Context: an optimization exercise on an open-source flow, tuned for small area, a short achievable clock period and few clock cycles per item. The choices shown serve that exercise and are no tape-out recipe.
RTL that was checked went through simulation tests only; none was proved equivalent to the original.
Function not checked in runs 1 to 3 and 5: the RTL went through the layout flow alone.
Power and IR drop assume default switching activity.

==> flow/design.v <==
`timescale 1ns / 1ps
package sic_pkg;
	localparam int MaxSignals = 8;
	localparam int PowW = 48;
	localparam int IdW = 16;
	localparam int SumW = 52;
	localparam logic [1:0] OP_ARRIVE = 2'd0;
	localparam logic [1:0] OP_DECIDE = 2'd1;
	localparam logic [1:0] OP_TX_START = 2'd2;
	localparam logic [1:0] OP_TX_END = 2'd3;
	localparam logic [3:0] ST_OK = 4'd0;
	localparam logic [3:0] ST_ASLEEP = 4'd1;
	localparam logic [3:0] ST_TRANSMIT = 4'd2;
	localparam logic [3:0] ST_UNDECODABLE = 4'd3;
	localparam logic [3:0] ST_WEAK = 4'd4;
	localparam logic [3:0] ST_CHANNEL = 4'd5;
	localparam logic [3:0] ST_PERIOD = 4'd6;
	localparam logic [3:0] ST_MODULATION = 4'd7;
	localparam logic [3:0] ST_FULL = 4'd8;
	localparam logic [2:0] REG_SLEEP = 3'd0;
	localparam logic [2:0] REG_CHANNEL = 3'd1;
	localparam logic [2:0] REG_PERIOD = 3'd2;
	localparam logic [2:0] REG_MODULATION = 3'd3;
	localparam logic [2:0] REG_SENSITIVITY = 3'd4;
	localparam logic [2:0] REG_THRESHOLD = 3'd5;
endpackage
`timescale 1ns / 1ps
module sic_cell (
	input  logic clk,
	input  logic we,
	input  logic [sic_pkg::IdW-1:0] in_id,
	input  logic [sic_pkg::PowW-1:0] in_power,
	input  logic [sic_pkg::PowW-1:0] in_end,
	input  logic [sic_pkg::PowW-1:0] now,
	output logic [sic_pkg::IdW-1:0] id,
	output logic [sic_pkg::PowW-1:0] power,
	output logic ge,        
	output logic expired    
);
	logic [sic_pkg::PowW-1:0] end_q;
	always_ff @(posedge clk) begin
		if (we) begin
			id <= in_id; power <= in_power; end_q <= in_end;
		end
	end
	assign ge = (power >= in_power);
	assign expired = (now > end_q);
endmodule
`timescale 1ns / 1ps
module sic_receiver_candidate_table #(
	parameter int MAX_SIGNALS = sic_pkg::MaxSignals
) (
	input  logic clk,
	input  logic arst_n,
	input  logic in_valid,
	output logic in_stall,
	input  logic [1:0] op,
	input  logic [15:0] signal_id,
	input  logic [47:0] signal_power,
	input  logic [7:0] signal_channel,
	input  logic [19:0] signal_period,
	input  logic [7:0] signal_modulation,
	input  logic [47:0] end_time,
	input  logic [47:0] now,
	input  logic [47:0] noise_power,
	output logic out_valid,
	input  logic out_stall,
	output logic [3:0] status,
	output logic [3:0] stored_count,
	input  logic cfg_valid,
	output logic cfg_ready,
	input  logic [2:0] cfg_index,
	input  logic [47:0] cfg_data
);
	localparam int N = MAX_SIGNALS;
	localparam int PW = sic_pkg::PowW;
	localparam int SW = sic_pkg::SumW;
	localparam int CW = SW + 18;       
	localparam int QD = 8;
	localparam int QW = $clog2(QD);
	logic sleep_q;
	logic [7:0] chan_q, mod_q;
	logic [19:0] period_q;
	logic [PW-1:0] sens_q;
	logic [15:0] thr_q;
	logic tx_q;
	logic [15:0] tx_id_q;
	logic [N-1:0] valid_q;
	logic [N*N-1:0] ord_q;           
	logic b_v;
	logic [N-1:0] b_mask;
	logic [PW-1:0] b_noise;
	logic [N-1:0] b_match;
	logic [QW-1:0] b_idx;
	logic [N-1:0] w_q;               
	logic [SW-1:0] racc_q;           
	logic [N-1:0] wm_q;              
	logic [QW-1:0] eidx_q;           
	logic efirst_q;                  
	logic a_v, a_m, a_last, a_first;
	logic [PW-1:0] a_p;
	logic [SW-1:0] a_r;
	logic [QW-1:0] a_idx;
	logic b2_v, b2_m, b2_last, b2_first;
	logic [CW-1:0] b2_s, b2_c;
	logic [QW-1:0] b2_idx;
	logic ok_q;
	logic [3:0] q_st [QD];
	logic [3:0] q_cnt [QD];
	logic [QD-1:0] q_rdy;
	logic [QW-1:0] q_head, q_tail;
	logic [QW:0] q_occ;
	logic [15:0] s_id [N];
	logic [PW-1:0] s_pw [N];
	logic [N-1:0] ge, expd, free1;
	for (genvar g = 0; g < N; g++) begin : g_slot
		sic_cell u_cell (
			.clk(clk), .we(free1[g]), .in_id(signal_id), .in_power(signal_power),
			.in_end(end_time), .now(now), .id(s_id[g]), .power(s_pw[g]),
			.ge(ge[g]), .expired(expd[g])
		);
	end
	logic [N*N-1:0] ahd;
	for (genvar i = 0; i < N; i++) begin : g_ahd_r
		for (genvar j = 0; j < N; j++) begin : g_ahd_c
			if (i < j) begin : g_lt
				assign ahd[i*N+j] = ord_q[i*N+j];
			end else if (i > j) begin : g_gt
				assign ahd[i*N+j] = !ord_q[j*N+i];
			end else begin : g_eq
				assign ahd[i*N+j] = 1'b0;
			end
		end
	end
	logic take, acc, is_arr, is_dec, is_txs, is_txe, dec_run, dec_walk, arr_ok;
	logic [3:0] arr_st, acc_st, acc_cnt, live_cnt, valid_cnt;
	logic [N-1:0] live;
	logic eng_free;
	assign cfg_ready = 1'b1;
	assign out_valid = q_rdy[q_head];
	assign status = q_st[q_head];
	assign stored_count = q_cnt[q_head];
	assign take = out_valid && !out_stall;
	assign in_stall = b_v || (q_occ == (QW+1)'(QD)) || (!(&valid_q) && ((~valid_q & ~w_q) == '0));
	assign acc = in_valid && !in_stall;
	assign is_arr = acc && op == sic_pkg::OP_ARRIVE;
	assign is_dec = acc && op == sic_pkg::OP_DECIDE;
	assign is_txs = acc && op == sic_pkg::OP_TX_START;
	assign is_txe = acc && op == sic_pkg::OP_TX_END;
	assign dec_run = is_dec && !sleep_q && !tx_q;
	logic [N-1:0] idm, lmatch;
	for (genvar g = 0; g < N; g++) begin : g_idm
		assign idm[g] = (s_id[g] == signal_id);
	end
	assign lmatch = live & idm;
	assign dec_walk = dec_run && (lmatch != '0);
	always_comb begin
		if (sleep_q) arr_st = sic_pkg::ST_ASLEEP;
		else if (tx_q) arr_st = sic_pkg::ST_TRANSMIT;
		else if (signal_power < sens_q) arr_st = sic_pkg::ST_WEAK;
		else if (signal_channel != chan_q) arr_st = sic_pkg::ST_CHANNEL;
		else if (signal_period != period_q) arr_st = sic_pkg::ST_PERIOD;
		else if (signal_modulation != mod_q) arr_st = sic_pkg::ST_MODULATION;
		else if (&valid_q) arr_st = sic_pkg::ST_FULL;
		else arr_st = sic_pkg::ST_OK;
	end
	assign arr_ok = (arr_st == sic_pkg::ST_OK);
	always_comb begin
		free1 = '0;
		for (int i = N - 1; i >= 0; i--) if (!valid_q[i] && !w_q[i]) free1 = N'(1) << i;
	end
	assign live = valid_q & ~expd;
	always_comb begin
		valid_cnt = '0;
		live_cnt = '0;
		for (int i = 0; i < N; i++) begin
			valid_cnt = valid_cnt + 4'(valid_q[i]);
			live_cnt = live_cnt + 4'(live[i]);
		end
	end
	always_comb begin
		acc_st = sic_pkg::ST_OK;
		acc_cnt = valid_cnt;
		case (op)
			sic_pkg::OP_ARRIVE: begin
				acc_st = arr_st;
				if (arr_ok) acc_cnt = valid_cnt + 4'd1;
			end
			sic_pkg::OP_DECIDE: begin
				if (sleep_q) acc_st = sic_pkg::ST_ASLEEP;
				else if (tx_q) acc_st = sic_pkg::ST_TRANSMIT;
				else begin
					acc_st = sic_pkg::ST_UNDECODABLE;
					acc_cnt = live_cnt;
				end
			end
			sic_pkg::OP_TX_START: if (sleep_q) acc_st = sic_pkg::ST_ASLEEP;
			default: ;
		endcase
	end
	assign eng_free = ((w_q & (w_q - N'(1))) == '0);
	logic [N-1:0] tail;
	always_comb begin
		for (int i = 0; i < N; i++)
			tail[i] = w_q[i] & ~|(w_q & ahd[i*N +: N]);
	end
	logic [PW-1:0] pick_pw;
	always_comb begin
		pick_pw = '0;
		for (int i = 0; i < N; i++) pick_pw = pick_pw | (s_pw[i] & {PW{tail[i]}});
	end
	logic [CW-1:0] csa_s, csa_c;
	logic [CW-1:0] pp [17];
	for (genvar j = 0; j < 16; j++) begin : g_pp
		assign pp[j] = thr_q[j] ? (CW'(a_r) << j) : '0;
	end
	assign pp[16] = ~(CW'({a_p, 8'd0}));
	logic [CW-1:0] cs_s0, cs_c0;
	assign cs_s0 = pp[0] ^ pp[1] ^ pp[2];
	assign cs_c0 = ((pp[0] & pp[1]) | (pp[0] & pp[2]) | (pp[1] & pp[2])) << 1;
	logic [CW-1:0] cs_s1, cs_c1;
	assign cs_s1 = pp[3] ^ pp[4] ^ pp[5];
	assign cs_c1 = ((pp[3] & pp[4]) | (pp[3] & pp[5]) | (pp[4] & pp[5])) << 1;
	logic [CW-1:0] cs_s2, cs_c2;
	assign cs_s2 = pp[6] ^ pp[7] ^ pp[8];
	assign cs_c2 = ((pp[6] & pp[7]) | (pp[6] & pp[8]) | (pp[7] & pp[8])) << 1;
	logic [CW-1:0] cs_s3, cs_c3;
	assign cs_s3 = pp[9] ^ pp[10] ^ pp[11];
	assign cs_c3 = ((pp[9] & pp[10]) | (pp[9] & pp[11]) | (pp[10] & pp[11])) << 1;
	logic [CW-1:0] cs_s4, cs_c4;
	assign cs_s4 = pp[12] ^ pp[13] ^ pp[14];
	assign cs_c4 = ((pp[12] & pp[13]) | (pp[12] & pp[14]) | (pp[13] & pp[14])) << 1;
	logic [CW-1:0] cs_s5, cs_c5;
	assign cs_s5 = cs_s0 ^ cs_c0 ^ cs_s1;
	assign cs_c5 = ((cs_s0 & cs_c0) | (cs_s0 & cs_s1) | (cs_c0 & cs_s1)) << 1;
	logic [CW-1:0] cs_s6, cs_c6;
	assign cs_s6 = cs_c1 ^ cs_s2 ^ cs_c2;
	assign cs_c6 = ((cs_c1 & cs_s2) | (cs_c1 & cs_c2) | (cs_s2 & cs_c2)) << 1;
	logic [CW-1:0] cs_s7, cs_c7;
	assign cs_s7 = cs_s3 ^ cs_c3 ^ cs_s4;
	assign cs_c7 = ((cs_s3 & cs_c3) | (cs_s3 & cs_s4) | (cs_c3 & cs_s4)) << 1;
	logic [CW-1:0] cs_s8, cs_c8;
	assign cs_s8 = cs_c4 ^ pp[15] ^ pp[16];
	assign cs_c8 = ((cs_c4 & pp[15]) | (cs_c4 & pp[16]) | (pp[15] & pp[16])) << 1;
	logic [CW-1:0] cs_s9, cs_c9;
	assign cs_s9 = cs_s5 ^ cs_c5 ^ cs_s6;
	assign cs_c9 = ((cs_s5 & cs_c5) | (cs_s5 & cs_s6) | (cs_c5 & cs_s6)) << 1;
	logic [CW-1:0] cs_s10, cs_c10;
	assign cs_s10 = cs_c6 ^ cs_s7 ^ cs_c7;
	assign cs_c10 = ((cs_c6 & cs_s7) | (cs_c6 & cs_c7) | (cs_s7 & cs_c7)) << 1;
	logic [CW-1:0] cs_s11, cs_c11;
	assign cs_s11 = cs_s9 ^ cs_c9 ^ cs_s10;
	assign cs_c11 = ((cs_s9 & cs_c9) | (cs_s9 & cs_s10) | (cs_c9 & cs_s10)) << 1;
	logic [CW-1:0] cs_s12, cs_c12;
	assign cs_s12 = cs_c10 ^ cs_s8 ^ cs_c8;
	assign cs_c12 = ((cs_c10 & cs_s8) | (cs_c10 & cs_c8) | (cs_s8 & cs_c8)) << 1;
	logic [CW-1:0] cs_s13, cs_c13;
	assign cs_s13 = cs_s11 ^ cs_c11 ^ cs_s12;
	assign cs_c13 = ((cs_s11 & cs_c11) | (cs_s11 & cs_s12) | (cs_c11 & cs_s12)) << 1;
	logic [CW-1:0] cs_s14, cs_c14;
	assign cs_s14 = cs_s13 ^ cs_c13 ^ cs_c12;
	assign cs_c14 = ((cs_s13 & cs_c13) | (cs_s13 & cs_c12) | (cs_c13 & cs_c12)) << 1;
	assign csa_s = cs_s14;
	assign csa_c = cs_c14;
	logic [CW-1:0] sum;
	logic pass, ok_next;
	assign sum = b2_s + b2_c;
	assign pass = sum[CW-1];
	assign ok_next = pass && (b2_m || (!b2_first && ok_q));
	always_ff @(posedge clk or negedge arst_n) begin
		if (!arst_n) begin
			sleep_q <= 1'b0; chan_q <= '0; period_q <= 20'd91; mod_q <= '0;
			sens_q <= 48'd631; thr_q <= 16'd256;
		end else if (cfg_valid) begin
			case (cfg_index)
				sic_pkg::REG_SLEEP: sleep_q <= cfg_data[0];
				sic_pkg::REG_CHANNEL: chan_q <= cfg_data[7:0];
				sic_pkg::REG_PERIOD: period_q <= cfg_data[19:0];
				sic_pkg::REG_MODULATION: mod_q <= cfg_data[7:0];
				sic_pkg::REG_SENSITIVITY: sens_q <= cfg_data;
				sic_pkg::REG_THRESHOLD: thr_q <= cfg_data[15:0];
				default: ;
			endcase
		end
	end
	logic load_in, load_buf;
	assign load_in = dec_run && eng_free;
	assign load_buf = b_v && eng_free;
	always_ff @(posedge clk or negedge arst_n) begin
		if (!arst_n) begin
			tx_q <= 1'b0; tx_id_q <= '0;
			valid_q <= '0;
			b_v <= 1'b0; w_q <= '0; a_v <= 1'b0; b2_v <= 1'b0;
		end else begin
			if (is_txs && !sleep_q) begin
				tx_q <= 1'b1; tx_id_q <= signal_id;
			end
			if (is_txe && tx_q && tx_id_q == signal_id) tx_q <= 1'b0;
			if (dec_run) valid_q <= live;
			else if (is_arr && arr_ok) valid_q <= valid_q | free1;
			if (dec_walk && !eng_free) b_v <= 1'b1;
			else if (load_buf) b_v <= 1'b0;
			if (load_in) w_q <= dec_walk ? live : '0;
			else if (load_buf) w_q <= b_mask;
			else w_q <= w_q & ~tail;
			a_v <= (w_q != '0);
			b2_v <= a_v;
		end
	end
	always_ff @(posedge clk) begin
		for (int i = 0; i < N; i++)
			for (int j = i + 1; j < N; j++) begin
				if (free1[j]) ord_q[i*N+j] <= ge[i];
				else if (free1[i]) ord_q[i*N+j] <= !ge[j];
			end
	end
	always_ff @(posedge clk) begin
		if (!b_v) begin
			b_mask <= live; b_noise <= noise_power; b_match <= lmatch; b_idx <= q_tail;
		end
		if (load_in) begin
			racc_q <= SW'(noise_power); wm_q <= lmatch; eidx_q <= q_tail; efirst_q <= 1'b1;
		end else if (load_buf) begin
			racc_q <= SW'(b_noise); wm_q <= b_match; eidx_q <= b_idx; efirst_q <= 1'b1;
		end else if (w_q != '0) begin
			racc_q <= racc_q + SW'(pick_pw); efirst_q <= 1'b0;
		end
		a_p <= pick_pw;
		a_r <= racc_q;
		a_m <= |(tail & wm_q);
		a_last <= ((w_q & ~tail) == '0);
		a_first <= efirst_q;
		a_idx <= eidx_q;
		b2_s <= csa_s;
		b2_c <= csa_c;
		b2_m <= a_m;
		b2_last <= a_last;
		b2_first <= a_first;
		b2_idx <= a_idx;
		if (b2_v) ok_q <= ok_next;
	end
	logic fin;
	assign fin = b2_v && b2_last;
	always_ff @(posedge clk or negedge arst_n) begin
		if (!arst_n) begin
			q_rdy <= '0; q_head <= '0; q_tail <= '0; q_occ <= '0;
		end else begin
			if (take) begin
				q_rdy[q_head] <= 1'b0;
				q_head <= q_head + 1'b1;
			end
			if (acc) begin
				q_rdy[q_tail] <= !dec_walk;
				q_tail <= q_tail + 1'b1;
			end
			if (fin) q_rdy[b2_idx] <= 1'b1;
			q_occ <= q_occ + (QW+1)'(acc) - (QW+1)'(take);
		end
	end
	always_ff @(posedge clk) begin
		if (acc) begin
			q_st[q_tail] <= acc_st; q_cnt[q_tail] <= acc_cnt;
		end
		if (fin) q_st[b2_idx] <= ok_next ? sic_pkg::ST_OK : sic_pkg::ST_UNDECODABLE;
	end
endmodule
==> flow/run.sh <==
#!/bin/bash
# synth_recipe.tcl (not shown) runs the flow's synth.tcl, then flattens the netlist and writes it again
# the make line also repeats each setting of config.mk as NAME=value (left out here)
make -C /OpenROAD-flow-scripts/flow DESIGN_CONFIG=/design/flow/config.mk WORK_HOME=/design/flow/orfs CLKGATE_MAP_FILE= SYNTH_SCRIPT=/design/flow/synth_recipe.tcl finish
==> flow/config.mk <==
export PLATFORM = sky130hd
export DESIGN_NAME = sic_receiver_candidate_table
export DESIGN_NICKNAME = sic_receiver_candidate_table
export VERILOG_FILES = /design/flow/design.v
export SDC_FILE = /design/flow/constraint.sdc
export NUM_CORES = 4
export LEC_CHECK = 0
export CAP_MARGIN = 20
export CORE_MARGIN = 2
export CORE_UTILIZATION = 40
export SETUP_SLACK_MARGIN = 5
export SLEW_MARGIN = 20
==> flow/constraint.sdc <==
create_clock -name core_clock -period 12.0 [get_ports {clk}]
set_input_delay 2.4000 -clock core_clock [delete_from_list [all_inputs] [get_ports {clk}]]
set_output_delay 2.4000 -clock core_clock [all_outputs]
set_load 0.01 [all_outputs]
==> results.py, run 1 <==
metrics = {
    "critical_path": {
        "reg2reg_depth": 18,
        "worstPathMaxFanout": 10,
        "max_stage_delay_ns": 0.86,
        "critPathTopFamily": "compound AO/OA/AOI/OAI gates",
        "r2r_end": "racc_q[47]$_DFFE_PP_",
        "required_ns": 12.55,
        "r2r-start": "w_q[0]$_DFF_PN0_",
        "reg2reg_slack_ns": 5.32,
        "crit_buf_inv": 3,
        "worstPathArrival_ns": 7.47,
        "critical_path.cell_chain": "clkdlybuf4s50_1 -> inv_1 -> ha_1 -> a21oi_1 -> nor3_1 -> a2111oi_0 -> buf_4 -> a2111oi_0 -> or3_1 -> a211oi_1 -> o21ai_0 -> a21oi_1 -> o21ai_0",
        "critPathKind": "input pin to flop",
        "cp_slowest_cell": "clkdlybuf4s50_1",
        "startpoint_type": "input pin",
        "end_kind": "flop",
    },
    "finish": {
        "layout_common_cells": "inv_1 (1,474), edfxtp_1 (1,099), ha_1 (1,010)",
        "final_nets": 11300,
        "mostFrequentLayoutCell": "inv_1",
        "final_cell_count_no_fill": 12700,
        "drive_above_1_share": 0.0661,
        "n_fill_cell": 22900,
        "area_growth_pct": 13.4,
    },
    "clock_network": {
        "clkTransAtPathRegs_ns": 0.06,
        "cts_sinks": 1522,
        "root_buffer": "clkbuf_16",
        "clk_latency_ns": 0.87,
        "cts_hold_buf": 0,
        "htreeDepth": 4,
        "cts_tree": "done",
        "cts_buffers": 173,
        "cts_buffer_depth": 3,
    },
    "synthesis": {
        "syn_inst": 8903,
        "yosysTopAreaCell": "edfxtp_1",
        "ys_types": 95,
        "ys_ff_latch": 1522,
        "seq_area_frac_synth": 0.420,
        "synth_top_area_frac": 0.328,
        "synthArstFlopShare": 0.102,
        "ys.flop_type": "edfxtp_1",
        "syn_nets": 11000,
        "syn_area_um2": 101000,
        "yosysWarnings": 6,
        "avgSynthCellArea_um2": 11.3,
        "synth_edf_count": 1099,
        "synth_area_leaders": "edfxtp_1 (33%), fa_1 (15%), ha_1 (13%)",
    },
    "sta": {
        "tightest_slew_ns": 1.18,
        "period_minus_slack_ns": 6.93,
        "max_clock_freq_ghz": 0.144,
        "final.setup.tns_ns": 0,
        "layout_setup_ws_ns": 5.07,
        "rsz0062_at_grt": "false",
        "finalHoldViolCount": 0,
        "holdWs_ns": 0.327,
        "min_period_over_period": 0.577,
        "setup_viol": 0,
        "finalClockSkew_ns": 0.0788,
        "slew_headroom": 0.213,
        "drv_slew": 0,
    },
    "detailed_routing": {
        "drc": 0,
        "via_count": 68500,
        "routedWlPerCell_um": 23.8,
        "drtIter0Drc": 5383,
        "first_pass_iters": 6,
        "vias_per_cell": 5.39,
        "wirelength_um": 303000,
        "antenna_left": 0,
    },
    "hold_path": {
        "hold_start": "a_first$_DFF_P_",
        "whs_path_depth": 0,
        "hp-class": "flop to flop",
        "hold_end": "b2_first$_DFF_P_",
    },
    "floorplanning": {
        "dieArea_um2": 256000,
        "die_h_um": 506,
        "die_w_um": 506,
        "start_util": 0.402,
        "fp.coreArea_um2": 251000,
        "io-pin-count": 313,
        "rows": 184,
    },
    "flow_run": {
        "drv_cap": 0,
    },
    "placement": {
        "pre_cts_ws_ns": 3.44,
        "numPortBuffers": 311,
        "gp_congestion": 0.915,
        "placedCellCount": 12400,
        "dp_hpwl_um": 223000,
    },
    "global_route": {
        "grt_max_degree": 84,
        "busiest_layer": "met2",
        "grt_pass1_vias": 71400,
        "track_usage": 0.237,
        "use_met3": 0.0477,
        "use_met2": 0.387,
        "grt_first_pass_wirelength_um": 455000,
        "antenna_found_initial": 55,
        "overflow": 0,
        "gr-usage-met1": 0.311,
    },
    "power": {
        "peakVddDrop_v": 0.000294,
        "p_per_area_nw_per_um2": 201,
        "p_leak_nw": 49.1,
    },
    "run_status": {
        "status": "complete, no violations",
    },
}
per-layer routing:
metal / part of all wire / routed length, um / vias up
met5: 0.0011 / 345 / -
met4: 0.042 / 12700 / 54
met3: 0.070 / 21000 / 525
met2: 0.47 / 141000 / 2166
met1: 0.42 / 127000 / 34700
li1: - / - / 31000
registers in the layout, summed over array words and instances (netlist names), 20 cells and up:
register,cells
g_slot.u_cell.id,128
b2_s,67
g_slot.u_cell.power,384
q_st,32
a_p,48
b2_c,68
b_noise,48
a_r,52
period_q,20
q_cnt,32
sens_q,48
ahd,28
g_slot.u_cell.end_q,384
racc_q,52
synth_stat cells (all sizes together), types with 14 or more instances:
library cell and instances:
inv 1486, nor2 242, a41oi 14, nor3 56, fa 761, nand3 147, dfrtp 142, o22ai 38
mux4 18, o21ai 278, mux2 77, xnor2 144, xor2 86, o211ai 37, nand2b 37, mux2i 20
a211oi 48, nor2b 47, a31oi 27, a221oi 61, nand2 500, a21o 218, and4 21, ha 1021
edfxtp 1099, and3 18, a21oi 388, buf 37, nand4 190, clkbuf 247, or3 17, a22oi 119
and2 692, o21a 14, dfxtp 268, o31ai 27, o21bai 16, a22o 51, nor4 55
through the flow:
stage                     power (mW)   util  area (um2)
after floorplan                 14.1      -      101000
after global placement          17.2  0.429      108000
after detailed placement        17.5  0.430      108000
after CTS                       23.3  0.455      114000
after global routing            25.3  0.455      114000
final                           23.0  0.455      114000
worst reg2reg max path: stages, from the launching register on:
cell and delay [ns]:
dfrtp_1 0.50, inv_1 0.36, o22ai_1 0.12, nor4_1 0.48, and2_2 0.58, buf_4 0.68, a22oi_1 0.26, nand3_1 0.32
ha_1 0.38, a2111oi_0 0.44, o21ai_1 0.21, a31oi_1 0.41, o31a_1 0.29, o31a_1 0.38, o21ai_1 0.18, a21oi_1 0.32
o21ai_0 0.20, xnor2_1 0.20, o21ai_0 0.09
worst max-delay path by stage:
stage | end | cells past startpoint | startpoint | slack (ns)
6_report | ahd[7]$_DFFE_PP_ | 13 | signal_power[7] | 5.07
3_5_place_dp | q_cnt[0][2]$_DFFE_PP_ | 18 | now[22] | 3.44
4_1_cts | q_cnt[1][1]$_DFFE_PP_ | 19 | now[27] | 5.00
3_3_place_gp | q_cnt[4][2]$_DFFE_PP_ | 17 | now[37] | 3.36
5_1_grt | q_cnt[5][2]$_DFFE_PP_ | 18 | now[20] | 4.98
2_1_floorplan | q_cnt[0][2]$_DFFE_PP_ | 17 | now[22] | 5.03
layout make-up:
| class | instances | area, um2 | area share |
|---|---|---|---|
| Antenna cell | 17 | 42.5 | 0.000373 |
| Clock buffer | 213 | 4690 | 0.0411 |
| Clock inverter | 114 | 1570 | 0.0138 |
| Inverter | 1487 | 5630 | 0.0493 |
| Multi-Input combinational cell | 5610 | 52100 | 0.456 |
| Sequential cell | 1522 | 42300 | 0.370 |
| Tap cell | 3348 | 4190 | 0.0367 |
| Timing Repair Buffer | 402 | 3650 | 0.0320 |
power breakdown:
| group | total (mW) | leakage [nW] | switching [mW] | internal, mW |
|---|---|---|---|---|
| registers | 6.65 | 14.3 | 0.274 | 6.38 |
| logic | 10.6 | 31.8 | 6.08 | 4.47 |
| clock network | 5.75 | 3.03 | 2.36 | 3.38 |
| total | 23.0 | 49.1 | 8.72 | 14.2 |
what timing repair did:
action,CTS,global route
pin swaps,3,12
buffers inserted,1,6
gates resized for setup,81,103
setup endpoints to repair,32,24
cells by family (layout without fill, tap and decap cells):
kind of cell / count (synthesis) / after routing / share of synthesized area
simple gates: 2056 / 2056 / 0.108
fa+ha+maj: 1783 / 1783 / 0.278
xor+xnor: 230 / 230 / 0.0200
flops: 1522 / 1522 / 0.420
other cells: 1 / 18 / 0.0000373
mux: 115 / 115 / 0.0146
compound gates: 1425 / 1425 / 0.0927
buf+inv: 1771 / 2216 / 0.0664
==> run 2: changes to the inputs <==
--- a/flow/config.mk
+++ b/flow/config.mk
@@ -7,2 +7,3 @@
 export LEC_CHECK = 0
+export ABC_AREA = 1
 export CAP_MARGIN = 20
==> results.py, run 2 <==
metrics = {
    "synthesis": {
        "synth_top_area_frac": 0.317,
        "ys_ff_latch": 1522,
        "yosysTopAreaCell": "edfxtp_1",
        "synth_simple_gate_area_frac": 0.131,
        "synthXorXnorAreaFrac": 0.0137,
        "synth_fa_ha_area_frac": 0.269,
        "avgSynthCellArea_um2": 9.43,
        "syn_inst": 11000,
        "ys.flop_type": "edfxtp_1",
        "seq_area_frac_synth": 0.407,
        "syn_area_um2": 104000,
        "synthTopCellsByCount": "inv_1 (2,551), nand2_1 (2,331), edfxtp_1 (1,099)",
        "synth_top_family_by_area": "adder cells",
        "synth_most_common_cell": "inv_1",
        "synth_compound_area_frac": 0.0734,
        "synth_area_leaders": "edfxtp_1 (32%), fa_1 (15%), ha_1 (12%)",
        "synthArstFlopShare": 0.102,
        "syn_nets": 13100,
        "yosysWarnings": 6,
        "synth_mux_area_frac": 0.000108,
        "ys_types": 68,
        "synth_edf_count": 1099,
    },
    "finish": {
        "drive_above_1_share": 0.0435,
        "utilization": 0.451,
        "final_nets": 13300,
        "largest_registers": "g_slot.u_cell.end_q x384, g_slot.u_cell.power x384, g_slot.u_cell.id x128",
        "layout_common_cells": "inv_1 (2,549), nand2_1 (2,328), edfxtp_1 (1,099)",
        "area_growth_pct": 12.4,
        "final_cell_count_no_fill": 14800,
        "mostFrequentLayoutCell": "inv_1",
        "design_area_um2": 117000,
    },
    "detailed_routing": {
        "vias_per_cell": 5.13,
        "routedWlPerCell_um": 21.2,
        "first_pass_iters": 6,
        "drtIter0Drc": 5480,
        "wirelength_um": 314000,
        "antenna_left": 0,
        "drc": 0,
        "via_count": 76100,
    },
    "floorplanning": {
        "start_util": 0.401,
        "fp.coreArea_um2": 259000,
        "io-pin-count": 313,
        "die_w_um": 514,
        "dieArea_um2": 264000,
        "die_h_um": 514,
        "rows": 187,
    },
    "clock_network": {
        "cts_tree": "done",
        "clk_latency_ns": 0.86,
        "cts_buffers": 176,
        "cts_sinks": 1522,
        "cts_buffer_depth": 3,
        "clkTransAtPathRegs_ns": 0.06,
        "root_buffer": "clkbuf_16",
        "cts_hold_buf": 0,
        "htreeDepth": 4,
    },
    "hold_path": {
        "hold_start": "a_m$_DFF_P_",
        "hp-class": "flop to flop",
    },
    "global_route": {
        "grt_first_pass_wirelength_um": 478000,
        "grt_max_degree": 97,
        "track_usage": 0.239,
        "overflow": 0,
        "antenna_found_initial": 66,
        "grt_pass1_vias": 79400,
    },
    "flow_run": {
        "drv_cap": 0,
    },
    "sta": {
        "drv_slew": 0,
        "max_clock_freq_ghz": 0.150,
        "final.setup.tns_ns": 0,
        "rsz0062_at_grt": "false",
        "finalHoldViolCount": 0,
        "min_period_over_period": 0.555,
        "slew_headroom": 0.223,
        "setup_viol": 0,
        "layout_setup_ws_ns": 5.33,
        "period_minus_slack_ns": 6.67,
        "tightest_slew_ns": 1.16,
        "holdWs_ns": 0.317,
        "finalClockSkew_ns": 0.0836,
    },
    "critical_path": {
        "r2r_end": "racc_q[46]$_DFFE_PP_",
        "startpoint_type": "input pin",
        "reg2reg_depth": 19,
        "critPathKind": "input pin to flop",
        "worstPathArrival_ns": 7.23,
        "crit_path_start": "now[22]",
        "worstPathMaxFanout": 8,
        "reg2reg_slack_ns": 5.77,
        "end_kind": "flop",
        "required_ns": 12.57,
        "crit_path_end": "q_cnt[0][2]$_DFFE_PP_",
        "r2r-start": "w_q[5]$_DFF_PN0_",
    },
    "power": {
        "finalPower_mw": 26.1,
        "peakVddDrop_v": 0.000255,
        "p_per_area_nw_per_um2": 223,
        "p_leak_nw": 56.5,
    },
    "placement": {
        "numPortBuffers": 311,
        "dp_hpwl_um": 235000,
        "place_area_um2": 111000,
        "placedCellCount": 14500,
        "gp_congestion": 0.932,
        "pre_cts_ws_ns": 3.69,
    },
    "run_status": {
        "status": "complete, no violations",
    },
}
run 2: cell count changes after synthesis, sizes merged, moves of 38 or more:
cell | previous run | this run
a21o | 218 | 20
nor2b | 47 | 0
nand2 | 500 | 2335
nand4 | 190 | 152
nand3 | 147 | 203
and2 | 692 | 3
o21ai | 278 | 409
xnor2 | 144 | 80
mux2 | 77 | 1
inv | 1486 | 2560
a22oi | 119 | 14
a21oi | 388 | 548
nor2 | 242 | 488
run 2: worst max-delay path, cell delays in order:
cell and delay, ns:
dlygate4sd2_1 0.41, ha_1 0.38, nand2_1 0.07, nor2_1 0.19, nand4_1 0.17, nor3_4 0.28, nand4_1 0.12, nand2_1 0.17
nand2_1 0.13, fa_1 0.50, fa_1 0.58, fa_1 0.44, inv_1 0.07, ha_1 0.17, inv_1 0.06, fa_1 0.37
xnor2_1 0.14, o21ai_0 0.15, a21oi_1 0.06, a31oi_1 0.22, nand2_2 0.15
run 2: final cells by class:
| cell class | instances | area, um2 |
|---|---|---|
| antenna | 28 | 70.1 |
| clock buffer | 215 | 4730 |
| clock inverter | 117 | 1410 |
| fill | 24400 | 142000 |
| inverter | 2560 | 9610 |
| multi-input combinational | 6614 | 50900 |
| sequential | 1522 | 42300 |
| tap | 3402 | 4260 |
| timing repair buffer | 379 | 3590 |
run 2: where the power goes:
group / switching, mW / leakage [nW] / internal, mW
combinational: 7.73 / 39.3 / 4.99
clock: 2.38 / 2.94 / 3.27
sequential: 0.668 / 14.3 / 7.06
run 2: cell families (layout without fill, tap and decap cells):
group | after synthesis | after routing
AOI/OAI and AO/OA | 1315 | 1315
xor gates and xnor gates | 163 | 163
adders and majority gates | 1782 | 1782
buffers and inverters | 2888 | 3271
DFF | 1522 | 1522
muxes | 1 | 1
other | 1 | 29
and+or+nand+nor | 3352 | 3352
run 2: timing repair:
item	4_1_cts	5_1_grt
setup buffers	0	1
setup endpoints to repair	16	16
resized for setup	26	64
pin swaps	0	3
run 2: worst min path at each step:
stage                            end  slack, ns  cells after the start
finish                  b2_m$_DFF_P_       0.32                      0
global route            b2_m$_DFF_P_       0.32                      0
CTS                     b2_m$_DFF_P_       0.31                      0
detailed placement   b2_last$_DFF_P_       0.32                      0
global placement        b2_m$_DFF_P_       0.31                      0
floorplan           b2_first$_DFF_P_       0.31                      0
run 2: per-layer routing:
metal,global-route usage,wire length (um)
met2,0.404,151000
met3,0.0409,20800
met1,0.305,131000
met4,0.0914,12000
met5,0,245
==> run 3: changes to the inputs <==
==> flow/flow/run.sh (new file) <==
#!/bin/bash
cp standard.sh standard.sh.txt
export SETUP_SLACK_MARGIN=8
bash standard.sh > standard.log 2>&1
==> flow/standard.sh (new file) <==
#!/bin/bash
# synth_recipe.tcl (not shown) runs the flow's synth.tcl, then flattens the netlist and writes it again
# the make line also repeats each setting of config.mk as NAME=value (left out here)
make -C /OpenROAD-flow-scripts/flow DESIGN_CONFIG=/design/flow/config.mk WORK_HOME=/design/flow/orfs CLKGATE_MAP_FILE= SYNTH_SCRIPT=/design/flow/synth_recipe.tcl "${@:-finish}"
--- a/flow/config.mk
+++ b/flow/config.mk
@@ -7,3 +7,2 @@
 export LEC_CHECK = 0
-export ABC_AREA = 1
 export CAP_MARGIN = 20
@@ -11,3 +10,2 @@
 export CORE_UTILIZATION = 40
-export SETUP_SLACK_MARGIN = 5
 export SLEW_MARGIN = 20
removed: flow/run.sh
==> results.py, run 3 <==
metrics = {
    "placement": {
        "gp_congestion": 0.913,
        "numPortBuffers": 311,
        "dp_hpwl_um": 222000,
    },
    "global_route": {
        "overflow": 0,
        "grt_first_pass_wirelength_um": 490000,
        "track_usage": 0.256,
        "grt_pass1_vias": 75700,
        "grt_max_degree": 115,
        "antenna_found_initial": 37,
    },
    "synthesis": {
        "yosysWarnings": 6,
        "synthArstFlopShare": 0.102,
        "syn_area_um2": 101000,
        "seq_area_frac_synth": 0.420,
        "synth_top_area_frac": 0.328,
        "avgSynthCellArea_um2": 11.3,
        "ys.flop_type": "edfxtp_1",
        "syn_inst": 8903,
        "yosysTopAreaCell": "edfxtp_1",
        "synth_area_leaders": "edfxtp_1 (33%), fa_1 (15%), ha_1 (13%)",
        "ys_ff_latch": 1522,
        "ys_types": 95,
        "synth_most_common_cell": "inv_1",
        "synth_edf_count": 1099,
        "synthTopCellsByCount": "inv_1 (1,484), edfxtp_1 (1,099), ha_1 (1,021)",
        "syn_nets": 11000,
    },
    "clock_network": {
        "cts_buffers": 172,
        "cts_buffer_depth": 3,
        "root_buffer": "clkbuf_16",
        "clk_latency_ns": 0.91,
        "htreeDepth": 4,
        "clkTransAtPathRegs_ns": 0.06,
        "cts_hold_buf": 0,
        "cts_sinks": 1522,
        "cts_tree": "done",
    },
    "detailed_routing": {
        "vias_per_cell": 5.48,
        "antenna_left": 0,
        "routedWlPerCell_um": 25.0,
        "wirelength_um": 333000,
        "drc": 0,
        "first_pass_iters": 6,
        "drtIter0Drc": 5854,
        "via_count": 72900,
    },
    "finish": {
        "drive_above_1_share": 0.249,
        "final_nets": 11900,
        "largest_registers": "g_slot.u_cell.end_q x384, g_slot.u_cell.power x384, g_slot.u_cell.id x128",
        "layout_common_cells": "inv_1 (1,245), edfxtp_1 (1,099), ha_1 (808)",
        "area_growth_pct": 27.1,
        "mostFrequentLayoutCell": "inv_1",
    },
    "power": {
        "p_leak_nw": 53.7,
        "peakVddDrop_v": 0.000255,
        "p_per_area_nw_per_um2": 193,
    },
    "sta": {
        "holdWs_ns": 0.284,
        "rsz0062_at_grt": "true",
        "slew_headroom": 0.180,
        "final.setup.tns_ns": 0,
        "setup_viol": 0,
        "drv_slew": 0,
        "finalHoldViolCount": 0,
        "max_clock_freq_ghz": 0.151,
        "min_period_over_period": 0.550,
        "period_minus_slack_ns": 6.60,
        "finalClockSkew_ns": 0.0785,
        "tightest_slew_ns": 1.22,
    },
    "critical_path": {
        "critPathTopFamily": "adder cells",
        "critical_path.cell_chain": "buf_12 -> ha_4 -> nand2_4 -> or4_4 -> or4_4 -> and3_4 -> a22oi_4 -> o211ai_4 -> fa_1 -> fa_1 -> fa_2 -> inv_2 -> ha_4 -> inv_2 -> fa_2 -> nand3_2 -> o21ai_2 -> a21oi_2 -> buf_6",
        "cp_slowest_cell": "or4_4",
        "max_stage_delay_ns": 0.60,
        "worstPathMaxFanout": 8,
        "end_kind": "flop",
        "crit_buf_inv": 4,
        "worstPathArrival_ns": 7.24,
        "required_ns": 12.64,
        "startpoint_type": "input pin",
        "critPathKind": "input pin to flop",
    },
    "floorplanning": {
        "io-pin-count": 313,
        "start_util": 0.402,
        "dieArea_um2": 256000,
        "die_h_um": 506,
        "die_w_um": 506,
        "fp.coreArea_um2": 251000,
        "rows": 184,
    },
    "hold_path": {
        "hp-class": "flop to flop",
    },
    "flow_run": {
        "drv_cap": 0,
    },
    "run_status": {
        "status": "complete, no violations",
    },
}
## run 3: changes by cell type in the layout (fill, tap and decap cells not counted), sizes merged, moves of 76 or more
| cell | delta |
|---|---|
| a21o | +198 |
| buf | +705 |
| o21ai | -131 |
| nand2 | -1829 |
| a21oi | -160 |
| inv | -1116 |
| a22oi | +105 |
| nor2 | -246 |
| and2 | +689 |
| mux2 | +76 |
## run 3: cells by family after synthesis
group                      Yosys count  synth area share
and+or+nand+nor                   2056             0.108
buffers and inverters             1771            0.0664
adders and majority gates         1783             0.278
DFF                               1522             0.420
other                                1         0.0000373
muxes                              115            0.0146
AOI/OAI and AO/OA                 1425            0.0927
xor gates and xnor gates           230            0.0200
## run 3: final timing paths
check                                                    startpoint                    end  slack [ns]  cells after the start
worst max-delay path                                         now[5]  q_cnt[0][1]$_DFFE_PP_        5.40                     19
worst min-delay path                                 a_last$_DFF_P_        b2_last$_DFF_P_        0.28                      0
worst max register to register  g_slot[1].u_cell.end_q[2]$_DFFE_PP_  q_cnt[0][1]$_DFFE_PP_        6.59                     19
worst min register to register                       a_last$_DFF_P_        b2_last$_DFF_P_        0.28                      0
max in group asynchronous                                    arst_n       w_q[3]$_DFF_PN0_        8.41                      3
min in group asynchronous                                    arst_n   mod_q[3]$_DFFE_PN0P_        1.47                      1
## run 3: timing repair
item | CTS | global route
pin swaps | 646 | 399
gates resized for setup | 1904 | 445
setup buffers | 410 | 152
gates cloned | 43 | 4
endpoints found under the setup margin | 525 | 436
## run 3: power breakdown
part / switching (mW) / internal [mW]
sequential: 0.254 / 6.38
clock: 2.41 / 3.32
combinational: 6.70 / 5.60
total: 9.36 / 15.3
## run 3: worst reg2reg max path, cell delays in order, from the launching register on
cell	delay, ns
edfxtp_1	0.34
inv_1	0.09
ha_4	0.27
nand2_1	0.06
or4_4	0.58
or4_4	0.57
and3_4	0.19
a22oi_4	0.24
o211ai_4	0.16
fa_1	0.55
fa_1	0.53
fa_2	0.44
inv_2	0.08
ha_4	0.13
inv_2	0.04
fa_2	0.52
nand3_2	0.06
o21ai_2	0.08
a21oi_2	0.05
buf_6	0.18
## run 3: final cells by class
type | count | area [um2]
multi-input cells | 5617 | 58600
fillers | 21500 | 123000
clock inverters | 115 | 1580
flip-flops and latches | 1522 | 42300
diodes | 13 | 32.5
repair buffers | 987 | 10800
clock buffers | 210 | 4600
inverters | 1487 | 5830
well taps | 3348 | 4190
repair inverters | 2 | 10.0
## run 3: stage by stage
stage | cells | total power [mW] | utilization | setup slack [ns] | area [um2]
after detailed placement | 12400 | 17.4 | 0.436 | 3.39 | 109000
after floorplan | 8903 | 14.0 | - | 5.11 | 103000
after CTS | 13100 | 24.5 | 0.499 | 5.38 | 125000
after global placement | 12400 | 17.1 | 0.436 | 3.47 | 109000
after global routing | 13300 | 26.9 | 0.510 | 5.35 | 128000
final | 13300 | 24.7 | 0.510 | 5.40 | 128000
## run 3: metal layers
layer  track usage  wire [um]  up-vias
met3        0.0528      25300      709
met5             0        295        -
met1         0.331     135000    37000
li1              -          -    32300
met2         0.416     154000     2769
met4         0.112      18200       44
==> run 4: changes to the inputs <==
--- a/flow/design.v
+++ b/flow/design.v
@@ -34,2 +34,3 @@
 	input  logic [sic_pkg::PowW-1:0] now,
+	input  logic [sic_pkg::IdW-1:0] want_id,
 	output logic [sic_pkg::IdW-1:0] id,
@@ -37,3 +38,4 @@
 	output logic ge,        
-	output logic expired    
+	output logic expired,   
+	output logic id_eq      
 );
@@ -47,2 +49,3 @@
 	assign expired = (now > end_q);
+	assign id_eq = (id == want_id);
 endmodule
@@ -112,10 +115,35 @@
 	logic [QW:0] q_occ;
+	logic r0_v;
+	logic [1:0] r0_op;
+	logic [15:0] r0_id;
+	logic [PW-1:0] r0_a;             
+	logic [PW-1:0] r0_b;             
+	logic r0_weak, r0_fch, r0_fper, r0_fmod;
+	always_ff @(posedge clk or negedge arst_n) begin
+		if (!arst_n) r0_v <= 1'b0;
+		else r0_v <= in_valid && !in_stall;
+	end
+	always_ff @(posedge clk) begin
+		r0_op <= op;
+		r0_id <= signal_id;
+		r0_a <= (op == sic_pkg::OP_ARRIVE) ? signal_power : noise_power;
+		r0_b <= (op == sic_pkg::OP_ARRIVE) ? end_time : now;
+		r0_weak <= (signal_power < sens_q);
+		r0_fch <= (signal_channel != chan_q);
+		r0_fper <= (signal_period != period_q);
+		r0_fmod <= (signal_modulation != mod_q);
+		expd <= (expd_in & ~free1) | (free1 & {N{exp_new}});
+		idm <= (ideq_in & ~free1) | (free1 & {N{ideq_new}});
+	end
+	assign exp_new = (now > r0_b);
+	assign ideq_new = (signal_id == r0_id);
 	logic [15:0] s_id [N];
 	logic [PW-1:0] s_pw [N];
-	logic [N-1:0] ge, expd, free1;
+	logic [N-1:0] ge, expd_in, ideq_in, expd, idm, free1;
+	logic exp_new, ideq_new;
 	for (genvar g = 0; g < N; g++) begin : g_slot
 		sic_cell u_cell (
-			.clk(clk), .we(free1[g]), .in_id(signal_id), .in_power(signal_power),
-			.in_end(end_time), .now(now), .id(s_id[g]), .power(s_pw[g]),
-			.ge(ge[g]), .expired(expd[g])
+			.clk(clk), .we(free1[g]), .in_id(r0_id), .in_power(r0_a),
+			.in_end(r0_b), .now(now), .want_id(signal_id), .id(s_id[g]), .power(s_pw[g]),
+			.ge(ge[g]), .expired(expd_in[g]), .id_eq(ideq_in[g])
 		);
@@ -143,13 +171,11 @@
 	assign take = out_valid && !out_stall;
-	assign in_stall = b_v || (q_occ == (QW+1)'(QD)) || (!(&valid_q) && ((~valid_q & ~w_q) == '0));
-	assign acc = in_valid && !in_stall;
-	assign is_arr = acc && op == sic_pkg::OP_ARRIVE;
-	assign is_dec = acc && op == sic_pkg::OP_DECIDE;
-	assign is_txs = acc && op == sic_pkg::OP_TX_START;
-	assign is_txe = acc && op == sic_pkg::OP_TX_END;
+	assign in_stall = b_v || ((q_occ + (QW+1)'(r0_v)) >= (QW+1)'(QD))
+		|| ((~valid_q & w_q) != '0) || (r0_v && r0_op == sic_pkg::OP_DECIDE && (!eng_free || (expd & w_q) != '0));
+	assign acc = r0_v;
+	assign is_arr = acc && r0_op == sic_pkg::OP_ARRIVE;
+	assign is_dec = acc && r0_op == sic_pkg::OP_DECIDE;
+	assign is_txs = acc && r0_op == sic_pkg::OP_TX_START;
+	assign is_txe = acc && r0_op == sic_pkg::OP_TX_END;
 	assign dec_run = is_dec && !sleep_q && !tx_q;
-	logic [N-1:0] idm, lmatch;
-	for (genvar g = 0; g < N; g++) begin : g_idm
-		assign idm[g] = (s_id[g] == signal_id);
-	end
+	logic [N-1:0] lmatch;
 	assign lmatch = live & idm;
@@ -159,6 +185,6 @@
 		else if (tx_q) arr_st = sic_pkg::ST_TRANSMIT;
-		else if (signal_power < sens_q) arr_st = sic_pkg::ST_WEAK;
-		else if (signal_channel != chan_q) arr_st = sic_pkg::ST_CHANNEL;
-		else if (signal_period != period_q) arr_st = sic_pkg::ST_PERIOD;
-		else if (signal_modulation != mod_q) arr_st = sic_pkg::ST_MODULATION;
+		else if (r0_weak) arr_st = sic_pkg::ST_WEAK;
+		else if (r0_fch) arr_st = sic_pkg::ST_CHANNEL;
+		else if (r0_fper) arr_st = sic_pkg::ST_PERIOD;
+		else if (r0_fmod) arr_st = sic_pkg::ST_MODULATION;
 		else if (&valid_q) arr_st = sic_pkg::ST_FULL;
@@ -183,3 +209,3 @@
 		acc_cnt = valid_cnt;
-		case (op)
+		case (r0_op)
 			sic_pkg::OP_ARRIVE: begin
@@ -295,5 +321,5 @@
 			if (is_txs && !sleep_q) begin
-				tx_q <= 1'b1; tx_id_q <= signal_id;
+				tx_q <= 1'b1; tx_id_q <= r0_id;
 			end
-			if (is_txe && tx_q && tx_id_q == signal_id) tx_q <= 1'b0;
+			if (is_txe && tx_q && tx_id_q == r0_id) tx_q <= 1'b0;
 			if (dec_run) valid_q <= live;
@@ -318,6 +344,6 @@
 		if (!b_v) begin
-			b_mask <= live; b_noise <= noise_power; b_match <= lmatch; b_idx <= q_tail;
+			b_mask <= live; b_noise <= r0_a; b_match <= lmatch; b_idx <= q_tail;
 		end
 		if (load_in) begin
-			racc_q <= SW'(noise_power); wm_q <= lmatch; eidx_q <= q_tail; efirst_q <= 1'b1;
+			racc_q <= SW'(r0_a); wm_q <= lmatch; eidx_q <= q_tail; efirst_q <= 1'b1;
 		end else if (load_buf) begin
==> results.py, run 4 <==
metrics = {
    "finish": {
        "largest_registers": "g_slot.u_cell.end_q x384, g_slot.u_cell.power x384, g_slot.u_cell.id x128",
        "utilization": 0.482,
        "drive_above_1_share": 0.177,
        "n_fill_cell": 23400,
        "mostFrequentLayoutCell": "inv_1",
        "layout_common_cells": "inv_1 (1,338), edfxtp_1 (1,099), ha_1 (995)",
        "area_growth_pct": 19.6,
        "final_nets": 12000,
    },
    "critical_path": {
        "worstPathMaxFanout": 4,
        "cp_slowest_cell": "dfrtp_2",
        "required_ns": 9.60,
        "r2r-start": "w_q[4]$_DFF_PN0_",
        "r2r_end": "racc_q[48]$_SDFFE_PP0P_",
        "max_stage_delay_ns": 0.43,
        "worstPathArrival_ns": 2.92,
        "crit_path_start": "w_q[0]$_DFF_PN0_",
        "startpoint_type": "flop",
        "reg2reg_slack_ns": 6.87,
        "critical_path.cell_chain": "buf_4 -> nor3_4 -> nand4_1 -> o21ai_0 -> o21ai_2 -> nor2_2 -> a311o_1 -> nand4_1 -> buf_6 -> buf_6",
        "crit_buf_inv": 3,
        "critPathTopFamily": "simple AND/OR/NAND/NOR gates",
        "critPathKind": "flop to output port",
        "end_kind": "output port",
        "reg2reg_depth": 24,
    },
    "sta": {
        "final.setup.tns_ns": 0,
        "drv_slew": 0,
        "period_minus_slack_ns": 5.32,
        "setup_viol": 0,
        "tightest_slew_ns": 1.14,
        "holdWs_ns": 0.325,
        "finalHoldViolCount": 0,
        "rsz0062_at_grt": "true",
        "max_clock_freq_ghz": 0.188,
        "slew_headroom": 0.241,
        "finalClockSkew_ns": 0.0869,
        "min_period_over_period": 0.444,
    },
    "synthesis": {
        "synth_area_leaders": "edfxtp_1 (31%), fa_1 (14%), ha_1 (13%)",
        "ys_types": 87,
        "avgSynthCellArea_um2": 11.4,
        "synth_edf_count": 1099,
        "yosysWarnings": 6,
        "syn_inst": 9274,
        "syn_area_um2": 106000,
        "seq_area_frac_synth": 0.425,
        "synthTopCellsByCount": "inv_1 (1,527), edfxtp_1 (1,099), ha_1 (1,068)",
        "ys.flop_type": "edfxtp_1",
        "yosysTopAreaCell": "edfxtp_1",
        "synthArstFlopShare": 0.0941,
        "ys_ff_latch": 1657,
        "synth_most_common_cell": "inv_1",
        "syn_nets": 11400,
        "synth_top_area_frac": 0.312,
    },
    "floorplanning": {
        "fp.coreArea_um2": 263000,
        "rows": 188,
        "dieArea_um2": 268000,
        "start_util": 0.403,
        "die_w_um": 518,
        "die_h_um": 518,
        "io-pin-count": 313,
    },
    "detailed_routing": {
        "vias_per_cell": 5.42,
        "drc": 0,
        "first_pass_iters": 6,
        "routedWlPerCell_um": 24.4,
        "antenna_left": 0,
        "via_count": 73400,
        "drtIter0Drc": 6003,
        "wirelength_um": 331000,
    },
    "power": {
        "p_leak_nw": 54.5,
        "intPower_mw": 16.0,
        "clock_power_share": 0.234,
        "p_sw_mw": 9.80,
        "comb_power_share": 0.466,
        "p_per_area_nw_per_um2": 204,
        "pwr-share-seq": 0.300,
        "peakVddDrop_v": 0.000303,
        "power_switching_share": 0.380,
    },
    "global_route": {
        "track_usage": 0.241,
        "grt_pass1_vias": 76400,
        "grt_first_pass_wirelength_um": 490000,
        "overflow": 0,
        "antenna_found_initial": 17,
        "grt_max_degree": 96,
    },
    "run_status": {
        "status": "complete, no violations",
    },
    "clock_network": {
        "clkTransAtPathRegs_ns": 0.06,
        "cts_buffer_depth": 3,
        "clk_latency_ns": 0.89,
        "htreeDepth": 4,
        "root_buffer": "clkbuf_16",
        "cts_buffers": 187,
        "cts_tree": "done",
        "cts_sinks": 1657,
    },
    "hold_path": {
        "whs_path_depth": 0,
        "hold_start": "a_idx[1]$_DFF_P_",
        "hold_end": "b2_idx[1]$_DFF_P_",
        "hp-class": "flop to flop",
    },
    "placement": {
        "gp_congestion": 0.946,
        "dp_hpwl_um": 227000,
        "numPortBuffers": 311,
    },
    "flow_run": {
        "drv_cap": 0,
    },
}
==> run 4: cell types whose count changed after synthesis, sizes merged, moves of 47 or more <==
cell and delta:
xor2 +90, ha +47, mux2 +95, a21o +89, dfxtp +134, xnor2 -69
==> run 4: worst reg2reg max path: cells and delay by family (launching register included) <==
family / cells / cell delay (ns)
AO/OA/AOI/OAI: 10 / 2.10
AND/OR/NAND/NOR: 6 / 1.22
buffers and inverters: 6 / 0.76
adder cells (fa/ha/maj): 2 / 0.51
flip-flops: 1 / 0.45
==> run 4: worst max path at each step <==
stage,end,depth (start not counted)
finish,in_stall,10
global route,in_stall,10
CTS,in_stall,10
detailed placement,racc_q[50]$_SDFFE_PP0P_,21
global placement,racc_q[50]$_SDFFE_PP0P_,21
floorplan,racc_q[50]$_SDFFE_PP0P_,23
==> run 4: timing repair <==
action	CTS	global route
buffers inserted	192	86
gates resized for setup	905	410
pin swaps	412	281
setup endpoints to repair	366	399
gates cloned	28	7
hold buffers	0	0
==> run 4: logic make-up (layout without fill, tap and decap cells) <==
family	after synthesis	after routing	share of synthesized area
simple gates	2036	2037	0.103
buf+inv	1823	2569	0.0651
xor+xnor	251	251	0.0208
mux	211	211	0.0241
compound gates	1466	1466	0.0913
other cells	1	17	0.0000355
flops	1657	1657	0.425
fa+ha+maj	1829	1829	0.270
==> run 4: metrics by stage <==
stage	cell area [um2]	cells	power, mW	setup WS, ns
2_1_floorplan	107000	9274	15.0	7.51
3_3_place_gp	113000	12900	18.4	6.10
3_5_place_dp	113000	12900	18.6	5.96
4_1_cts	124000	13400	25.6	6.70
5_1_grt	126000	13500	28.0	6.53
6_report	126000	13600	25.8	6.68
==> run 4: power by group through the flow <==
stage          clock (mW)  combinational [mW]  sequential [mW]
2_1_floorplan           0                7.37             7.63
6_report             6.03                12.0             7.75
3_5_place_dp            0                10.7             7.89
4_1_cts              6.13                11.8             7.74
5_1_grt              6.34                13.9             7.82
3_3_place_gp            0                10.5             7.87
==> run 4: per-layer routing <==
| metal | GRT usage | part of all wire |
|---|---|---|
| met5 | 0 | 0.00018 |
| met4 | 0.0962 | 0.046 |
| met3 | 0.0378 | 0.068 |
| met2 | 0.395 | 0.47 |
| met1 | 0.319 | 0.41 |
==> run 4: final cells by class <==
type                       instances  area (um2)  area share
tap                             3515        4400      0.0348
multi-input combinational       5795       57100       0.452
clock buffer                     266        5270      0.0416
sequential                      1657       45100       0.356
inverter                        1535        5910      0.0467
timing repair inverter             2        12.5   0.0000989
timing repair buffer             678        7390      0.0584
antenna                           16        40.0    0.000317
clock inverter                    88        1270      0.0101
Testbench counts of run 4, summed over its fixed seeds: cycles 6,830, items 4,800.
==> run 5: changes to the inputs <==
--- a/flow/design.v
+++ b/flow/design.v
@@ -92,7 +92,9 @@
 	logic [N*N-1:0] ord_q;           
-	logic b_v;
-	logic [N-1:0] b_mask;
-	logic [PW-1:0] b_noise;
-	logic [N-1:0] b_match;
-	logic [QW-1:0] b_idx;
+	logic [1:0] b_vld;               
+	logic b_rd, b_wr;                
+	logic [N-1:0] b_mask [2];
+	logic [PW-1:0] b_noise [2];
+	logic [N-1:0] b_match [2];
+	logic [QW-1:0] b_idx [2];
+	logic [N-1:0] held;              
 	logic [N-1:0] w_q;               
@@ -167,8 +169,12 @@
 	assign cfg_ready = 1'b1;
-	assign out_valid = q_rdy[q_head];
-	assign status = q_st[q_head];
-	assign stored_count = q_cnt[q_head];
+	logic ov_q;
+	logic [3:0] st_q, cnt_q;
+	assign out_valid = ov_q;
+	assign status = st_q;
+	assign stored_count = cnt_q;
 	assign take = out_valid && !out_stall;
-	assign in_stall = b_v || ((q_occ + (QW+1)'(r0_v)) >= (QW+1)'(QD))
-		|| ((~valid_q & w_q) != '0) || (r0_v && r0_op == sic_pkg::OP_DECIDE && (!eng_free || (expd & w_q) != '0));
+	assign held = w_q | (b_vld[0] ? b_mask[0] : '0) | (b_vld[1] ? b_mask[1] : '0);
+	assign in_stall = ((q_occ + (QW+1)'(r0_v)) >= (QW+1)'(QD))
+		|| (&b_vld) || (|b_vld && r0_v && r0_op == sic_pkg::OP_DECIDE && !eng_free)
+		|| ((~valid_q & held) != '0) || (r0_v && r0_op == sic_pkg::OP_DECIDE && (expd & held) != '0);
 	assign acc = r0_v;
@@ -195,3 +201,3 @@
 		free1 = '0;
-		for (int i = N - 1; i >= 0; i--) if (!valid_q[i] && !w_q[i]) free1 = N'(1) << i;
+		for (int i = N - 1; i >= 0; i--) if (!valid_q[i] && !held[i]) free1 = N'(1) << i;
 	end
@@ -312,4 +318,4 @@
 	logic load_in, load_buf;
-	assign load_in = dec_run && eng_free;
-	assign load_buf = b_v && eng_free;
+	assign load_buf = (b_vld != '0) && eng_free;
+	assign load_in = dec_run && eng_free && (b_vld == '0);
 	always_ff @(posedge clk or negedge arst_n) begin
@@ -318,3 +324,3 @@
 			valid_q <= '0;
-			b_v <= 1'b0; w_q <= '0; a_v <= 1'b0; b2_v <= 1'b0;
+			b_vld <= '0; b_rd <= 1'b0; b_wr <= 1'b0; w_q <= '0; a_v <= 1'b0; b2_v <= 1'b0;
 		end else begin
@@ -326,6 +332,10 @@
 			else if (is_arr && arr_ok) valid_q <= valid_q | free1;
-			if (dec_walk && !eng_free) b_v <= 1'b1;
-			else if (load_buf) b_v <= 1'b0;
+			if (load_buf) begin
+				b_vld[b_rd] <= 1'b0; b_rd <= !b_rd;
+			end
+			if (dec_walk && !load_in) begin
+				b_vld[b_wr] <= 1'b1; b_wr <= !b_wr;
+			end
 			if (load_in) w_q <= dec_walk ? live : '0;
-			else if (load_buf) w_q <= b_mask;
+			else if (load_buf) w_q <= b_mask[b_rd];
 			else w_q <= w_q & ~tail;
@@ -343,4 +353,4 @@
 	always_ff @(posedge clk) begin
-		if (!b_v) begin
-			b_mask <= live; b_noise <= r0_a; b_match <= lmatch; b_idx <= q_tail;
+		if (!b_vld[b_wr]) begin
+			b_mask[b_wr] <= live; b_noise[b_wr] <= r0_a; b_match[b_wr] <= lmatch; b_idx[b_wr] <= q_tail;
 		end
@@ -349,3 +359,3 @@
 		end else if (load_buf) begin
-			racc_q <= SW'(b_noise); wm_q <= b_match; eidx_q <= b_idx; efirst_q <= 1'b1;
+			racc_q <= SW'(b_noise[b_rd]); wm_q <= b_match[b_rd]; eidx_q <= b_idx[b_rd]; efirst_q <= 1'b1;
 		end else if (w_q != '0) begin
@@ -369,16 +379,31 @@
 	assign fin = b2_v && b2_last;
+	logic [3:0] q_st_n [QD];
+	logic [3:0] q_cnt_n [QD];
+	logic [QD-1:0] q_rdy_n;
+	logic [QW-1:0] q_head_n;
+	always_comb begin
+		for (int i = 0; i < QD; i++) begin
+			q_st_n[i] = q_st[i];
+			q_cnt_n[i] = q_cnt[i];
+			q_rdy_n[i] = q_rdy[i];
+			if (take && q_head == QW'(i)) q_rdy_n[i] = 1'b0;
+			if (acc && q_tail == QW'(i)) begin
+				q_st_n[i] = acc_st; q_cnt_n[i] = acc_cnt; q_rdy_n[i] = !dec_walk;
+			end
+			if (fin && b2_idx == QW'(i)) begin
+				q_st_n[i] = ok_next ? sic_pkg::ST_OK : sic_pkg::ST_UNDECODABLE;
+				q_rdy_n[i] = 1'b1;
+			end
+		end
+	end
+	assign q_head_n = take ? q_head + 1'b1 : q_head;
 	always_ff @(posedge clk or negedge arst_n) begin
 		if (!arst_n) begin
-			q_rdy <= '0; q_head <= '0; q_tail <= '0; q_occ <= '0;
+			q_rdy <= '0; q_head <= '0; q_tail <= '0; q_occ <= '0; ov_q <= 1'b0;
 		end else begin
-			if (take) begin
-				q_rdy[q_head] <= 1'b0;
-				q_head <= q_head + 1'b1;
-			end
-			if (acc) begin
-				q_rdy[q_tail] <= !dec_walk;
-				q_tail <= q_tail + 1'b1;
-			end
-			if (fin) q_rdy[b2_idx] <= 1'b1;
+			q_rdy <= q_rdy_n;
+			q_head <= q_head_n;
+			if (acc) q_tail <= q_tail + 1'b1;
 			q_occ <= q_occ + (QW+1)'(acc) - (QW+1)'(take);
+			ov_q <= q_rdy_n[q_head_n];
 		end
@@ -386,6 +411,7 @@
 	always_ff @(posedge clk) begin
-		if (acc) begin
-			q_st[q_tail] <= acc_st; q_cnt[q_tail] <= acc_cnt;
+		for (int i = 0; i < QD; i++) begin
+			q_st[i] <= q_st_n[i]; q_cnt[i] <= q_cnt_n[i];
 		end
-		if (fin) q_st[b2_idx] <= ok_next ? sic_pkg::ST_OK : sic_pkg::ST_UNDECODABLE;
+		st_q <= q_st_n[q_head_n];
+		cnt_q <= q_cnt_n[q_head_n];
 	end
==> results.py, run 5 <==
metrics = {
    "finish": {
        "final_cell_count_no_fill": 13900,
        "drive_above_1_share": 0.182,
        "design_area_um2": 130000,
        "area_growth_pct": 19.3,
        "layout_common_cells": "inv_1 (1,309), edfxtp_1 (1,118), ha_1 (984)",
        "largest_registers": "g_slot.u_cell.end_q x384, g_slot.u_cell.power x384, g_slot.u_cell.id x128",
        "final_nets": 12200,
        "n_fill_cell": 24200,
        "mostFrequentLayoutCell": "inv_1",
        "utilization": 0.480,
    },
    "sta": {
        "finalClockSkew_ns": 0.0710,
        "final.setup.tns_ns": 0,
        "rsz0062_at_grt": "true",
        "period_minus_slack_ns": 5.60,
        "max_clock_freq_ghz": 0.178,
        "layout_setup_ws_ns": 6.40,
        "holdWs_ns": 0.326,
        "min_period_over_period": 0.467,
        "tightest_slew_ns": 1.15,
        "slew_headroom": 0.212,
        "finalHoldViolCount": 0,
        "setup_viol": 0,
        "drv_slew": 0,
    },
    "synthesis": {
        "yosysWarnings": 14,
        "synthXorXnorAreaFrac": 0.0196,
        "yosysTopAreaCell": "edfxtp_1",
        "synth_top_family_by_area": "adder cells",
        "avgSynthCellArea_um2": 11.4,
        "synthTopCellsByCount": "inv_1 (1,521), edfxtp_1 (1,118), ha_1 (1,069)",
        "synth_most_common_cell": "inv_1",
        "synth_top_area_frac": 0.308,
        "syn_area_um2": 109000,
        "syn_nets": 11700,
        "syn_inst": 9567,
        "synth_compound_area_frac": 0.100,
        "ys_types": 107,
        "synth_area_leaders": "edfxtp_1 (31%), fa_1 (14%), ha_1 (12%)",
        "synth_fa_ha_area_frac": 0.262,
        "synthArstFlopShare": 0.0922,
        "seq_area_frac_synth": 0.429,
        "synth_edf_count": 1118,
        "ys_ff_latch": 1736,
        "ys.flop_type": "edfxtp_1",
        "synth_simple_gate_area_frac": 0.100,
        "synth_mux_area_frac": 0.0257,
    },
    "power": {
        "clock_power_share": 0.252,
        "p_leak_nw": 55.7,
        "intPower_mw": 16.1,
        "p_sw_mw": 9.37,
        "finalPower_mw": 25.4,
        "comb_power_share": 0.452,
        "power_switching_share": 0.368,
        "pwr-share-seq": 0.296,
        "peakVddDrop_v": 0.000273,
        "p_per_area_nw_per_um2": 195,
    },
    "placement": {
        "pre_cts_ws_ns": 6.05,
        "gp_congestion": 0.898,
        "numPortBuffers": 311,
        "dp_hpwl_um": 231000,
        "place_area_um2": 117000,
        "placedCellCount": 13200,
    },
    "critical_path": {
        "r2r_end": "racc_q[44]$_DFFE_PP_",
        "end_kind": "output port",
        "reg2reg_depth": 22,
        "r2r-start": "w_q[4]$_DFF_PN0_",
        "worstPathArrival_ns": 3.20,
        "reg2reg_slack_ns": 6.79,
        "startpoint_type": "flop",
        "critPathKind": "flop to output port",
        "required_ns": 9.60,
        "worstPathMaxFanout": 4,
    },
    "floorplanning": {
        "die_h_um": 526,
        "dieArea_um2": 277000,
        "start_util": 0.403,
        "rows": 191,
        "io-pin-count": 313,
        "die_w_um": 526,
        "fp.coreArea_um2": 271000,
    },
    "detailed_routing": {
        "drtIter0Drc": 6324,
        "drc": 0,
        "routedWlPerCell_um": 24.5,
        "first_pass_iters": 5,
        "vias_per_cell": 5.48,
        "wirelength_um": 339000,
        "antenna_left": 0,
        "via_count": 75900,
    },
    "hold_path": {
        "hold_end": "b2_idx[0]$_DFF_P_",
        "whs_path_depth": 0,
        "hold_start": "a_idx[0]$_DFF_P_",
        "hp-class": "flop to flop",
    },
    "clock_network": {
        "root_buffer": "clkbuf_16",
        "htreeDepth": 4,
        "cts_tree": "done",
        "cts_buffers": 200,
        "clkTransAtPathRegs_ns": 0.06,
        "cts_sinks": 1736,
        "cts_hold_buf": 0,
        "clk_latency_ns": 0.90,
        "cts_buffer_depth": 4,
    },
    "global_route": {
        "grt_max_degree": 96,
        "overflow": 0,
        "antenna_found_initial": 11,
        "grt_pass1_vias": 79400,
        "track_usage": 0.241,
        "grt_first_pass_wirelength_um": 506000,
    },
    "flow_run": {
        "drv_cap": 0,
    },
    "run_status": {
        "status": "complete, no violations",
    },
}
==> run 5: cell types whose count changed in the layout (fill, tap and decap cells not counted), moves of 25 or more <==
cell	delta
a211oi_1	+29
a21o_1	+68
and2_1	-43
and2_4	+50
buf_4	-51
dfxtp_1	+66
inv_1	-29
inv_2	+28
mux2i_1	+60
nand2_1	-36
nor2_1	+25
xnor2_1	+107
xor2_1	-109
==> run 5: worst max path at each step <==
stage	start	to	slack (ns)
2_1_floorplan	now[20]	expd[2]$_DFF_P_	7.56
3_3_place_gp	now[43]	expd[6]$_DFF_P_	6.00
3_5_place_dp	now[43]	expd[6]$_DFF_P_	6.05
4_1_cts	w_q[5]$_DFF_PN0_	in_stall	6.32
5_1_grt	w_q[6]$_DFF_PN0_	in_stall	6.33
6_report	w_q[6]$_DFF_PN0_	in_stall	6.40
==> run 5: power groups by stage <==
stage               clock (mW)  combinational, mW  sequential [mW]
finish                    6.40               11.5             7.54
global route              6.74               13.2             7.60
CTS                       6.51               11.2             7.55
detailed placement           0               10.1             7.65
global placement             0               9.76             7.63
floorplan                    0               6.96             7.50
==> run 5: cell type report <==
class / instances / area, um2 / share of cell area
Timing Repair inverter: 6 / 42.5 / 0.000327
Multi-Input combinational cell: 5996 / 58900 / 0.452
Tap cell: 3570 / 4470 / 0.0343
Sequential cell: 1736 / 46800 / 0.360
Antenna cell: 11 / 27.5 / 0.000211
Clock buffer: 247 / 5330 / 0.0409
Inverter: 1525 / 5810 / 0.0446
Clock inverter: 126 / 1480 / 0.0114
Timing Repair Buffer: 643 / 7270 / 0.0559
==> run 5: cells by family after synthesis <==
| logic type | after synthesis |
|---|---|
| AND/OR/NAND/NOR | 2033 |
| buffers and inverters | 1836 |
| adder cells (fa/ha/maj) | 1830 |
| flip-flops | 1736 |
| AO/OA/AOI/OAI | 1631 |
| multiplexers | 256 |
| XOR/XNOR | 244 |
| other | 1 |
==> run 5: routing by layer <==
metal  up-vias  track usage  wire length [um]
met3       650       0.0345             21400
met1     38600        0.317            142000
li1      34000            -                 -
met2      2687        0.399            160000
met5         -            0                44
met4         6       0.0970             15700
==> run 5: worst max-delay path, cell delays in order, from the launching register on <==
cell	delay [ns]
dfrtp_2	0.43
maj3_2	0.31
a2bb2oi_1	0.14
o21ai_1	0.12
a21oi_1	0.09
a2bb2oi_2	0.15
o21ba_4	0.22
inv_4	0.07
o2111a_1	0.17
nor2_1	0.04
a2111o_1	0.40
buf_2	0.19
==> run 5: what timing repair did <==
action / 4_1_cts / 5_1_grt
gates cloned: 39 / 6
endpoints found under the setup margin: 684 / 350
pin swaps: 549 / 354
resized for setup: 979 / 390
endpoints found under the hold margin: 0 / 0
buffers inserted: 161 / 48

[static timing again, ports no longer ideal]
The results above use ideal ports. As a check the final layouts listed here were re-extracted and re-timed, cells and wires unchanged. Step 1, drivers: a clkbuf_16 drives clk and a buf_2 each remaining input, both assumed. Step 2 times the ports against the registers' clock, not the clock port: input delays grow and output delays shrink by t, the midpoint of the rising clock arrivals with the driver on. a / b / c = no drivers / after step 1 / after step 2; a / b = the first two.
run	t (ns)	slack for setup (ns)	latest minus earliest clock arrival (ns)
run 1	0.925	5.075 / 5.141 / 4.216	0.087 / 0.087
run 2	0.921	5.334 / 5.344 / 4.423	0.092 / 0.092
run 3	0.961	5.395 / 5.429 / 4.468	0.086 / 0.086
run 4	0.941	6.675 / 6.582 / 6.869	0.087 / 0.087
run 5	0.957	6.396 / 6.307 / 6.787	0.073 / 0.073
After both steps every run listed still meets setup and hold. For run 3, which loses most, drivers alone change the setup slack by +0.034 ns; drivers and shift together by -0.927 ns.
